Context: an optimization exercise on an open-source flow, tuned for small area. The choices shown serve that exercise and are no tape-out recipe. Only simulation tests tie the RTL to the original design; equivalence was not proved. Power is estimated from default activity; no workload was simulated. The clock port is modelled as an ideal driver; clocking choices that lean on that would not hold on a real chip.

Setup of rev 12:
==> flow/design.v <==
`timescale 1ns/1ps
module cpu_top (
    input  logic        clk,
    input  logic        reset,
    output logic        mem_valid,
    output logic        mem_write,
    output logic [11:0] mem_address,
    output logic [31:0] mem_wdata,
    input  logic        mem_ready,
    input  logic [31:0] mem_rdata,
    output logic        halted
);
    typedef enum logic [3:0] {
        S_CLR     = 4'd0,    
        S_FETCH   = 4'd1,
        S_LDREQ   = 4'd2,
        S_STREQ   = 4'd3,
        S_HALT    = 4'd4,
        S_SHALIGN = 4'd5,    
        S_SWAP    = 4'd7,    
        S_SCOPY   = 4'd8,    
        S_SCOPYSH = 4'd9,    
        S_STLOAD  = 4'd10,   
        S_SHLOAD  = 4'd11,   
        S_PCROT   = 4'd12,   
        S_EXEC    = 4'd13,   
        S_EXECI   = 4'd14,   
        S_SHWRITE = 4'd15    
    } state_t;
    state_t      state;
    logic        run;
    logic [4:0]  ph;
    logic [11:0] pc;
    logic        cy;
    logic [11:0] a;
    logic [3:0]  dn;
    logic [3:0]  sn;
    logic        op30, op28;    
    logic [31:0] t;
    logic        fz, fn, fe, fp, fc;
    logic [31:0] rf [16];
    logic        ph0, ph31, low12, active, wr, clr, fetching, fetch_hs;
    logic        exec, pc_rot, pc_in, pc_cin, pc_inc, copy_t, copy_a, taken, is_pass;
    logic [3:0]  raddr;
    logic        rbit, src, res, cin;
    logic        cond_ok, hold, zero_fill, right;
    logic [5:0]  hc;
    assign ph0      = (ph == 5'd0);
    assign ph31     = (ph == 5'd31);
    assign low12    = ~(ph[4] | (ph[3] & ph[2]));
    assign active   = run | ph0;
    assign is_pass  = state[3] | (state == S_SWAP);
    assign clr      = (state == S_CLR);
    assign exec     = (state == S_EXEC) | (state == S_EXECI);
    assign wr       = active & (exec | (state == S_SHWRITE));
    assign fetching = (state == S_FETCH) | (wr & ph31);
    assign fetch_hs = fetching & mem_ready;
    assign raddr = (state == S_SCOPY || state == S_SCOPYSH) ? sn : dn;
    assign rbit  = rf[raddr][0];
    for (genvar k = 0; k < 16; k++) begin : g_rf
        always_ff @(posedge clk) begin
            if (clr)
                rf[k] <= {1'b0, rf[k][31:1]};
            else if (wr && dn == k)
                rf[k] <= {res, rf[k][31:1]};
            else
                rf[k] <= {rf[k][0], rf[k][31:1]};
        end
    end
    assign right = a[5];
    assign hc[0] = ~right;
    for (genvar i = 0; i < 5; i++) begin : g_hold
        logic nm;
        assign nm      = ~(a[i] ^ right);
        assign hc[i+1] = (ph[i] & nm) | (ph[i] & hc[i]) | (nm & hc[i]);
    end
    assign hold = ~hc[5];
    assign zero_fill = hold & ~right & op28;
    assign src = t[0] & ~((state == S_EXECI) & ~low12);
    assign cin = fc & ~ph0;
    always_comb begin
        if (state == S_SHWRITE)
            res = t[0] & ~zero_fill;
        else begin
            case ({op30, op28})
                2'b00:   res = src;                     
                2'b01:   res = ~src;                    
                2'b10:   res = rbit ^ src;              
                default: res = rbit ^ src ^ cin;        
            endcase
        end
    end
    always_comb begin
        case (t[27:25])
            3'd0: cond_ok = 1'b1;
            3'd1: cond_ok = fp;
            3'd2: cond_ok = fe;
            3'd3: cond_ok = fc;
            3'd4: cond_ok = fn;
            3'd5: cond_ok = fz;
            3'd6: cond_ok = ~fc;
            default: cond_ok = ~fz;
        endcase
    end
    assign pc_rot = low12 & (clr | (active & ((state == S_STLOAD) || (state == S_PCROT) ||
                                              (state == S_SWAP) || exec || (state == S_SHWRITE))));
    assign taken  = (t[31:28] == 4'd3) & cond_ok;
    assign copy_t = (state == S_STLOAD) | ((state == S_SWAP) & op28) |
                    ((state == S_PCROT) & (ph0 ? taken : op30));
    assign copy_a = ((state == S_SWAP) & ~op28) | ((state == S_EXEC) & ~op30 & ~op28);
    assign pc_cin = ph0 | cy;
    assign pc_inc = pc[0] ^ pc_cin;
    assign pc_in  = clr ? 1'b0 : (copy_t ? t[0] : (copy_a ? a[0] : pc_inc));
    always_ff @(posedge clk) begin
        cy <= pc[0] & pc_cin;
        if (pc_rot)
            pc <= {pc_in, pc[11:1]};
    end
    always_ff @(posedge clk) begin
        if (reset) begin
            state <= S_CLR;
            run   <= 1'b0;
            ph    <= 5'd0;
            {fz, fn, fe, fp, fc} <= 5'd0;
        end else begin
            ph  <= ph + 5'd1;
            run <= is_pass & active & ~ph31;
            if (wr) begin
                if (ph0) begin
                    fz <= ~res;
                    fp <= res;
                    fe <= ~res;
                end else begin
                    fz <= fz & ~res;
                    fp <= fp ^ res;
                end
                if (ph31)
                    fn <= res;
                if (state == S_SHWRITE) begin
                    if (!right && ph0)
                        fc <= t[0] & fc;
                end else if (op30 && op28)
                    fc <= (rbit & src) | ((rbit ^ src) & cin);
                else
                    fc <= 1'b0;
            end else if (state == S_SHALIGN) begin
                if (ph0)
                    fc <= hold & ~right;
                else if (!hold && right)
                    fc <= t[0];
            end
            if (fetch_hs) begin
                case (mem_rdata[31:28])
                    4'd1:       state <= S_SWAP;
                    4'd2:       state <= S_STLOAD;
                    4'd4, 4'd5,
                    4'd9:       state <= mem_rdata[24] ? S_EXECI : S_SCOPY;
                    4'd6, 4'd7: state <= mem_rdata[24] ? S_SHLOAD : S_SCOPYSH;
                    4'd8:       state <= S_HALT;
                    default:    state <= S_PCROT;
                endcase
            end else begin
                case (state)
                    S_CLR: if (ph31) state <= S_FETCH;
                    S_LDREQ: if (mem_ready) state <= S_EXEC;
                    S_STREQ: if (mem_ready) begin
                        state <= S_SWAP;
                        {fz, fn, fe, fp, fc} <= 5'd0;
                    end
                    S_SHALIGN: if (ph31) state <= S_SHWRITE;
                    S_SCOPY: if (active && ph31) state <= S_EXEC;
                    S_SCOPYSH: if (active && ph31) state <= S_SHLOAD;
                    S_SHLOAD: if (active && ph31) state <= S_SHALIGN;
                    S_STLOAD: if (active && ph31) state <= S_STREQ;
                    S_PCROT: if (active && ph == 5'd11) state <= S_FETCH;
                    S_SWAP: if (active && ph == 5'd11) state <= op28 ? S_LDREQ : S_FETCH;
                    S_EXEC, S_EXECI, S_SHWRITE: if (active && ph31) state <= S_FETCH;
                    default: ;
                endcase
            end
        end
    end
    logic t_ld, t_sh, t_hd, t_sin;
    logic a_sh;
    assign t_ld  = fetch_hs | ((state == S_LDREQ) & mem_ready);
    assign t_sh  = ~t_ld & ((state == S_SHALIGN) ? ~hold : (active & is_pass));
    assign t_hd  = ~t_ld & ~t_sh;
    assign t_sin = (state == S_SHALIGN) ? (t[0] & ~(op28 & right)) : rbit;
    assign a_sh = low12 & active & ((state == S_SHLOAD) | (state == S_SWAP) |
                                    (state == S_STLOAD) | (state == S_EXEC));
    always_ff @(posedge clk) begin
        if (fetch_hs) begin
            dn   <= mem_rdata[23:20];
            sn   <= mem_rdata[19:16];
            op30 <= mem_rdata[30];
            op28 <= mem_rdata[28];
        end else if (state == S_LDREQ) begin
            op28 <= 1'b0;
        end else if (state == S_PCROT && ph0) begin
            op30 <= taken;
        end
        if (a_sh)
            a <= {((state == S_SHLOAD) ? t[0] : pc_inc), a[11:1]};
        t <= ({32{t_ld}} & mem_rdata) | ({32{t_sh}} & {t_sin, t[31:1]}) | ({32{t_hd}} & t);
    end
    assign mem_valid   = fetching | (state == S_LDREQ) | (state == S_STREQ);
    assign mem_write   = (state == S_STREQ);
    assign mem_address = pc;
    assign mem_wdata   = t;
    assign halted      = (state == S_HALT);
endmodule
clock: 10.0 ns
lec_check: 0
cap_margin: 20
core_margin: 2
core_utilization: 40
slew_margin: 20
standard.sh (not shown) runs the stock make flow with config.mk's settings and CLKGATE_MAP_FILE= SYNTH_SCRIPT=/design/flow/synth_recipe.tcl, a recipe that flattens the netlist after the stock synthesis.
==> flow/flow/run.sh <==
#!/bin/bash
# Standard ORFS layout with three changes:
#  - synthesis maps the logic with an area-oriented ABC script
#    (flow/abc_area_deep.script) instead of ORFS's speed script; the rest of
#    the synthesis, including the flip-flop mapping, is the standard flow's own script;
#  - ports are buffered with the smallest buffer;
#  - clock tree synthesis uses larger sink clusters and no dummy loads.
set -euo pipefail
here=$(pwd)
{
  head -n 1 synth_recipe.tcl
  cat <<TCL
proc abc {args} {
  set i [lsearch -exact \$args -script]
  if { \$i >= 0 } { lset args [expr {\$i + 1}] $here/flow/abc_area_deep.script }
  yosys abc {*}\$args
}
TCL
  tail -n +2 synth_recipe.tcl
} > area_synth.tcl
export BUFFER_PORTS_ARGS="-buffer_cell sky130_fd_sc_hd__buf_1"
export CTS_ARGS="-sink_clustering_enable -repair_clock_nets -dont_use_dummy_load -sink_clustering_size 30 -sink_clustering_max_diameter 120"
bash standard.sh SYNTH_SCRIPT=$here/area_synth.tcl > flow.log 2>&1
==> flow/flow/abc_area_deep.script <==
strash
&get -n
&deepsyn -T 20
&put
dch -f
amap -F 2 -A 6
topo
### rev 12 -> rev 13
-- flow/design.v --
<<< rev 12, line 18
        S_HALT    = 4'd4,
        S_SHALIGN = 4'd5,    
        S_SWAP    = 4'd7,    
        S_SCOPY   = 4'd8,    
>>> rev 13, line 18
        S_HALT    = 4'd4,
        S_SHALIGN = 4'd5,    
        S_RET     = 4'd6,    
        S_SWAP    = 4'd7,    
        S_SCOPY   = 4'd8,    
<<< rev 12, line 54
    assign exec     = (state == S_EXEC) | (state == S_EXECI);
    assign wr       = active & (exec | (state == S_SHWRITE));
    assign fetching = (state == S_FETCH) | (wr & ph31);
    assign fetch_hs = fetching & mem_ready;
    assign raddr = (state == S_SCOPY || state == S_SCOPYSH) ? sn : dn;
>>> rev 13, line 55
    assign exec     = (state == S_EXEC) | (state == S_EXECI);
    assign wr       = active & (exec | (state == S_SHWRITE));
    assign fetching = ((state == S_FETCH) & (ph31 | run)) | (wr & ph31);
    assign fetch_hs = fetching & mem_ready;
    assign raddr = (state == S_SCOPY || state == S_SCOPYSH) ? sn : dn;
<<< rev 12, line 103
        endcase
    end
    assign pc_rot = low12 & (clr | (active & ((state == S_STLOAD) || (state == S_PCROT) ||
                                              (state == S_SWAP) || exec || (state == S_SHWRITE))));
    assign taken  = (t[31:28] == 4'd3) & cond_ok;
    assign copy_t = (state == S_STLOAD) | ((state == S_SWAP) & op28) |
                    ((state == S_PCROT) & (ph0 ? taken : op30));
    assign copy_a = ((state == S_SWAP) & ~op28) | ((state == S_EXEC) & ~op30 & ~op28);
    assign pc_cin = ph0 | cy;
    assign pc_inc = pc[0] ^ pc_cin;
>>> rev 13, line 104
        endcase
    end
    assign pc_rot = (low12 & (clr | (active & ((state == S_STLOAD) || (state == S_PCROT) ||
                                               (state == S_SWAP) || exec || (state == S_SHWRITE))))) |
                    ((state == S_RET) & run);
    assign taken  = (t[31:28] == 4'd3) & cond_ok;
    assign copy_t = (state == S_STLOAD) | (state == S_SWAP) |
                    ((state == S_PCROT) & (ph0 ? taken : op30));
    assign copy_a = (state == S_RET) | ((state == S_EXEC) & ~op30 & ~op28);
    assign pc_cin = ph0 | cy;
    assign pc_inc = pc[0] ^ pc_cin;
<<< rev 12, line 125
        end else begin
            ph  <= ph + 5'd1;
            run <= is_pass & active & ~ph31;
            if (wr) begin
                if (ph0) begin
>>> rev 13, line 127
        end else begin
            ph  <= ph + 5'd1;
            if (is_pass)
                run <= (active & ~ph31) | (wr & ph31 & ~mem_ready);
            else if (state == S_RET)
                run <= (run | (ph == 5'd15)) & (ph != 5'd27);
            else
                run <= fetching & ~mem_ready;
            if (wr) begin
                if (ph0) begin
<<< rev 12, line 165
                    S_LDREQ: if (mem_ready) state <= S_EXEC;
                    S_STREQ: if (mem_ready) begin
                        state <= S_SWAP;
                        {fz, fn, fe, fp, fc} <= 5'd0;
                    end
>>> rev 13, line 172
                    S_LDREQ: if (mem_ready) state <= S_EXEC;
                    S_STREQ: if (mem_ready) begin
                        state <= S_RET;
                        {fz, fn, fe, fp, fc} <= 5'd0;
                    end
<<< rev 12, line 174
                    S_STLOAD: if (active && ph31) state <= S_STREQ;
                    S_PCROT: if (active && ph == 5'd11) state <= S_FETCH;
                    S_SWAP: if (active && ph == 5'd11) state <= op28 ? S_LDREQ : S_FETCH;
                    S_EXEC, S_EXECI, S_SHWRITE: if (active && ph31) state <= S_FETCH;
                    default: ;
>>> rev 13, line 181
                    S_STLOAD: if (active && ph31) state <= S_STREQ;
                    S_PCROT: if (active && ph == 5'd11) state <= S_FETCH;
                    S_SWAP: if (active && ph == 5'd11) state <= S_LDREQ;
                    S_RET: if (run && ph == 5'd27) state <= S_FETCH;
                    S_EXEC, S_EXECI, S_SHWRITE: if (active && ph31) state <= S_FETCH;
                    default: ;
<<< rev 12, line 187
    assign t_hd  = ~t_ld & ~t_sh;
    assign t_sin = (state == S_SHALIGN) ? (t[0] & ~(op28 & right)) : rbit;
    assign a_sh = low12 & active & ((state == S_SHLOAD) | (state == S_SWAP) |
                                    (state == S_STLOAD) | (state == S_EXEC));
    always_ff @(posedge clk) begin
        if (fetch_hs) begin
>>> rev 13, line 195
    assign t_hd  = ~t_ld & ~t_sh;
    assign t_sin = (state == S_SHALIGN) ? (t[0] & ~(op28 & right)) : rbit;
    assign a_sh = (low12 & active & ((state == S_SHLOAD) | (state == S_SWAP) |
                                     (state == S_STLOAD) | (state == S_EXEC))) |
                  ((state == S_RET) & run);
    always_ff @(posedge clk) begin
        if (fetch_hs) begin
[summary]
Rev 12 has lower clock skew than rev 13.
Row pre-CTS setup slack: rev 13 lower / rev 12 higher
The run showing the greater final hold slack is rev 12.
The longest individual stage delay on the worst path of rev 13 is lower than that of rev 12.
Min global placer's final weighted congestion across rev 13 and rev 12: rev 12
Rev 13 vs. rev 12: worst relative slew slack went down by 14 points.


cpu_top, a different RTL version from the one above (not shown whole).
Size in the first run: ~590 flip-flops, roughly 82 I/O pins.
// cpu_top
module cpu_top (
    input  logic        clk,
    input  logic        reset,
    output logic        mem_valid,
    output logic        mem_write,
    output logic [11:0] mem_address,
    output logic [31:0] mem_wdata,
    input  logic        mem_ready,
    input  logic [31:0] mem_rdata,
    output logic        halted
);
==> module cpu_top, before the edit <==
module cpu_top (
    input  logic        clk,
    input  logic        reset,
    output logic        mem_valid,
    output logic        mem_write,
    output logic [11:0] mem_address,
    output logic [31:0] mem_wdata,
    input  logic        mem_ready,
    input  logic [31:0] mem_rdata,
    output logic        halted
);
    typedef enum logic [3:0] {
        S_CLR     = 4'd0,    
        S_FETCH   = 4'd1,
        S_LDREQ   = 4'd2,
        S_STREQ   = 4'd3,
        S_HALT    = 4'd4,
        S_SHALIGN = 4'd5,    
        S_SCOPY   = 4'd8,    
        S_SCOPYSH = 4'd9,    
        S_STLOAD  = 4'd10,   
        S_SHLOAD  = 4'd11,   
        S_PCROT   = 4'd12,   
        S_EXEC    = 4'd13,   
        S_EXECI   = 4'd14,   
        S_SHWRITE = 4'd15    
    } state_t;
    state_t      state;
    logic        run;
    logic [4:0]  ph;
    logic [11:0] pc;
    logic        cy;
    logic [11:0] a;
    logic [3:0]  dn;
    logic [3:0]  sn;
    logic        op30, op28;    
    logic [31:0] t;
    logic        fz, fn, fe, fp, fc;
    logic [31:0] rf [16];
    logic        ph0, ph31, low12, active, wr, clr, fetching, fetch_hs;
    logic        exec, pc_rot, pc_in, pc_cin, taken;
    logic [3:0]  raddr;
    logic        rbit, src, res, cin;
    logic        cond_ok, hold, zero_fill, knz, right;
    logic [5:0]  phk;
    assign ph0      = (ph == 5'd0);
    assign ph31     = (ph == 5'd31);
    assign low12    = ~(ph[4] | (ph[3] & ph[2]));
    assign active   = run | ph0;
    assign clr      = (state == S_CLR);
    assign exec     = (state == S_EXEC) | (state == S_EXECI);
    assign wr       = active & (exec | (state == S_SHWRITE));
    assign fetching = (state == S_FETCH) | (wr & ph31);
    assign fetch_hs = fetching & mem_ready;
    assign raddr = (state == S_SCOPY || state == S_SCOPYSH) ? sn : dn;
    assign rbit  = rf[raddr][0];
    for (genvar k = 0; k < 16; k++) begin : g_rf
        always_ff @(posedge clk) begin
            if (clr)
                rf[k] <= {1'b0, rf[k][31:1]};
            else if (wr && dn == k)
                rf[k] <= {res, rf[k][31:1]};
            else
                rf[k] <= {rf[k][0], rf[k][31:1]};
        end
    end
    assign right = a[5];
    assign knz   = |a[4:0];
    assign phk   = {1'b0, ph} + {1'b0, a[4:0]};
    assign hold      = right ? ~phk[5] : (ph < a[4:0]);
    assign zero_fill = (hold ^ right) & op28;
    assign src = t[0] & ~((state == S_EXECI) & ~low12);
    assign cin = fc & ~ph0;
    always_comb begin
        if (state == S_SHWRITE)
            res = t[0] & ~zero_fill;
        else begin
            case ({op30, op28})
                2'b00:   res = src;                     
                2'b01:   res = ~src;                    
                2'b10:   res = rbit ^ src;              
                default: res = rbit ^ src ^ cin;        
            endcase
        end
    end
    always_comb begin
        case (t[27:25])
            3'd0: cond_ok = 1'b1;
            3'd1: cond_ok = fp;
            3'd2: cond_ok = fe;
            3'd3: cond_ok = fc;
            3'd4: cond_ok = fn;
            3'd5: cond_ok = fz;
            3'd6: cond_ok = ~fc;
            default: cond_ok = ~fz;
        endcase
    end
    assign pc_rot = low12 & (clr | (active & ((state == S_STLOAD) || (state == S_PCROT) ||
                                              exec || (state == S_SHWRITE))));
    assign taken  = (state == S_PCROT) & (t[31:28] == 4'd3) & cond_ok;
    assign pc_cin = ph0 | cy;
    assign pc_in  = clr ? 1'b0 : (taken ? a[0] : (pc[0] ^ pc_cin));
    always_ff @(posedge clk) begin
        cy <= pc[0] & pc_cin;
        if (pc_rot)
            pc <= {pc_in, pc[11:1]};
    end
    always_ff @(posedge clk) begin
        if (reset) begin
            state <= S_CLR;
            run   <= 1'b0;
            ph    <= 5'd0;
            {fz, fn, fe, fp, fc} <= 5'd0;
        end else begin
            ph  <= ph + 5'd1;
            run <= state[3] & active & ~ph31;
            if (wr) begin
                if (ph0) begin
                    fz <= ~res;
                    fp <= res;
                    fe <= ~res;
                end else begin
                    fz <= fz & ~res;
                    fp <= fp ^ res;
                end
                if (ph31)
                    fn <= res;
                if (state == S_SHWRITE) begin
                    if ((right && ph31) || (!right && ph0))
                        fc <= t[0] & knz;
                end else if (op30 && op28)
                    fc <= (rbit & src) | ((rbit ^ src) & cin);
                else
                    fc <= 1'b0;
            end
            if (fetch_hs) begin
                case (mem_rdata[31:28])
                    4'd1:       state <= S_LDREQ;
                    4'd2:       state <= S_STLOAD;
                    4'd4, 4'd5,
                    4'd9:       state <= mem_rdata[24] ? S_EXECI : S_SCOPY;
                    4'd6, 4'd7: state <= mem_rdata[24] ? S_SHLOAD : S_SCOPYSH;
                    4'd8:       state <= S_HALT;
                    default:    state <= S_PCROT;
                endcase
            end else begin
                case (state)
                    S_CLR: if (ph31) state <= S_FETCH;
                    S_LDREQ: if (mem_ready) state <= S_EXEC;
                    S_STREQ: if (mem_ready) begin
                        state <= S_FETCH;
                        {fz, fn, fe, fp, fc} <= 5'd0;
                    end
                    S_SHALIGN: if (ph31) state <= S_SHWRITE;
                    S_SCOPY: if (active && ph31) state <= S_EXEC;
                    S_SCOPYSH: if (active && ph31) state <= S_SHLOAD;
                    S_SHLOAD: if (active && ph31) state <= S_SHALIGN;
                    S_STLOAD: if (active && ph31) state <= S_STREQ;
                    S_PCROT: if (active && ph == 5'd11) state <= S_FETCH;
                    S_EXEC, S_EXECI, S_SHWRITE: if (active && ph31) state <= S_FETCH;
                    default: ;
                endcase
            end
        end
    end
    logic t_ld, t_sh, t_hd, t_sin;
    logic a_ld, a_sh, a_hd;
    assign t_ld  = fetch_hs | ((state == S_LDREQ) & mem_ready);
    assign t_sh  = ~t_ld & ((state == S_SHALIGN) ? ~hold
                                                 : (active & state[3] & (state != S_PCROT)));
    assign t_hd  = ~t_ld & ~t_sh;
    assign t_sin = (state == S_SHALIGN) ? t[0] : rbit;
    assign a_ld = fetch_hs;
    assign a_sh = ~a_ld & low12 & active & ((state == S_SCOPYSH) | (state == S_PCROT));
    assign a_hd = ~a_ld & ~a_sh;
    always_ff @(posedge clk) begin
        if (fetch_hs) begin
            dn   <= mem_rdata[23:20];
            sn   <= mem_rdata[19:16];
            op30 <= mem_rdata[30];
            op28 <= mem_rdata[28];
        end else if (state == S_LDREQ) begin
            op28 <= 1'b0;
        end
        a <= ({12{a_ld}} & mem_rdata[11:0]) | ({12{a_sh}} & {rbit, a[11:1]}) | ({12{a_hd}} & a);
        t <= ({32{t_ld}} & mem_rdata) | ({32{t_sh}} & {t_sin, t[31:1]}) | ({32{t_hd}} & t);
    end
    assign mem_valid   = fetching | (state == S_LDREQ) | (state == S_STREQ);
    assign mem_write   = (state == S_STREQ);
    assign mem_address = (state == S_LDREQ || state == S_STREQ) ? a : pc;
    assign mem_wdata   = t;
    assign halted      = (state == S_HALT);
endmodule
clock: 10.0 ns
lec_check: 0
cap_margin: 20
core_margin: 2
core_utilization: 40
slew_margin: 20
Scripts as last shown in full above: flow/flow/run.sh, flow/flow/abc_area_deep.script
Edit:
--- a/flow/design.v
+++ b/flow/design.v
@@ -41,10 +41,10 @@
     logic        ph0, ph31, low12, active, wr, clr, fetching, fetch_hs;
     logic        exec, pc_rot, pc_in, pc_cin, taken;
     logic [3:0]  raddr;
     logic        rbit, src, res, cin;
-    logic        cond_ok, hold, zero_fill, knz, right;
-    logic [5:0]  phk;
+    logic        cond_ok, hold, zero_fill, right;
+    logic [5:0]  hc;
     assign ph0      = (ph == 5'd0);
     assign ph31     = (ph == 5'd31);
     assign low12    = ~(ph[4] | (ph[3] & ph[2]));
     assign active   = run | ph0;
@@ -65,12 +65,16 @@
                 rf[k] <= {rf[k][0], rf[k][31:1]};
         end
     end
     assign right = a[5];
-    assign knz   = |a[4:0];
-    assign phk   = {1'b0, ph} + {1'b0, a[4:0]};
-    assign hold      = right ? ~phk[5] : (ph < a[4:0]);
-    assign zero_fill = (hold ^ right) & op28;
+    assign hc[0] = ~right;
+    for (genvar i = 0; i < 5; i++) begin : g_hold
+        logic nm;
+        assign nm      = ~(a[i] ^ right);
+        assign hc[i+1] = (ph[i] & nm) | (ph[i] & hc[i]) | (nm & hc[i]);
+    end
+    assign hold = ~hc[5];
+    assign zero_fill = hold & ~right & op28;
     assign src = t[0] & ~((state == S_EXECI) & ~low12);
     assign cin = fc & ~ph0;
     always_comb begin
         if (state == S_SHWRITE)
@@ -126,14 +130,19 @@
                 end
                 if (ph31)
                     fn <= res;
                 if (state == S_SHWRITE) begin
-                    if ((right && ph31) || (!right && ph0))
-                        fc <= t[0] & knz;
+                    if (!right && ph0)
+                        fc <= t[0] & fc;
                 end else if (op30 && op28)
                     fc <= (rbit & src) | ((rbit ^ src) & cin);
                 else
                     fc <= 1'b0;
+            end else if (state == S_SHALIGN) begin
+                if (ph0)
+                    fc <= hold & ~right;
+                else if (!hold && right)
+                    fc <= t[0];
             end
             if (fetch_hs) begin
                 case (mem_rdata[31:28])
                     4'd1:       state <= S_LDREQ;
@@ -169,9 +178,9 @@
     assign t_ld  = fetch_hs | ((state == S_LDREQ) & mem_ready);
     assign t_sh  = ~t_ld & ((state == S_SHALIGN) ? ~hold
                                                  : (active & state[3] & (state != S_PCROT)));
     assign t_hd  = ~t_ld & ~t_sh;
-    assign t_sin = (state == S_SHALIGN) ? t[0] : rbit;
+    assign t_sin = (state == S_SHALIGN) ? (t[0] & ~(op28 & right)) : rbit;
     assign a_ld = fetch_hs;
     assign a_sh = ~a_ld & low12 & active & ((state == S_SCOPYSH) | (state == S_PCROT));
     assign a_hd = ~a_ld & ~a_sh;
     always_ff @(posedge clk) begin
Effect:
- The new run passed the timing, DRC and antenna checks
- sequential cell count does not change
- power climbs by 23%
- count of clock-buffer cells in the layout stays the same
- via count increases by 0.54%
- utilization climbs by 0.54 points
- first-iteration DRC count went down by 43%
- design area came out lower by 0.49%
- routed wire length went up by 3.3%
- die area shrinks by 0.46%
- final cell count rose by 0.78%
- setup slack got worse by 0.62 ns
- combinational power increases by 51%
- sequential share of layout area climbs by 0.38 points

==> static timing again, ports no longer ideal <==
In the flow no input, the clock included, has a driving cell. The finished layouts below were timed again as built, in two steps. Step 1, drivers: a clkbuf_16 drives clk and a buf_2 each remaining input, both assumed. Step 2, shift: input delay + t, output delay - t, t = (earliest + latest rising clock arrival at the registers) / 2. This alone moves slack from input paths to output paths. Slacks: ideal ports / drivers / drivers and shift; pairs: ideal ports / drivers.
run | t, ns | slack for setup (ns) | worst hold slack (ns)
rev 12 | 0.571 | 4.949 / 4.949 / 4.636 | 0.315 / 0.315 / 0.315
rev 13 | 0.573 | 4.804 / 4.804 / 4.409 | 0.292 / 0.292 / 0.292
the first run of note 2 | 0.578 | 5.002 / 5.002 / 4.665 | 0.275 / 0.275 / 0.275
the second run of note 2 | 0.582 | 4.378 / 4.378 / 4.292 | 0.297 / 0.297 / 0.297
After both steps every run listed still meets setup and hold. For rev 13, which loses most, drivers alone change the setup slack by 0.000 ns; drivers and shift together by -0.395 ns.
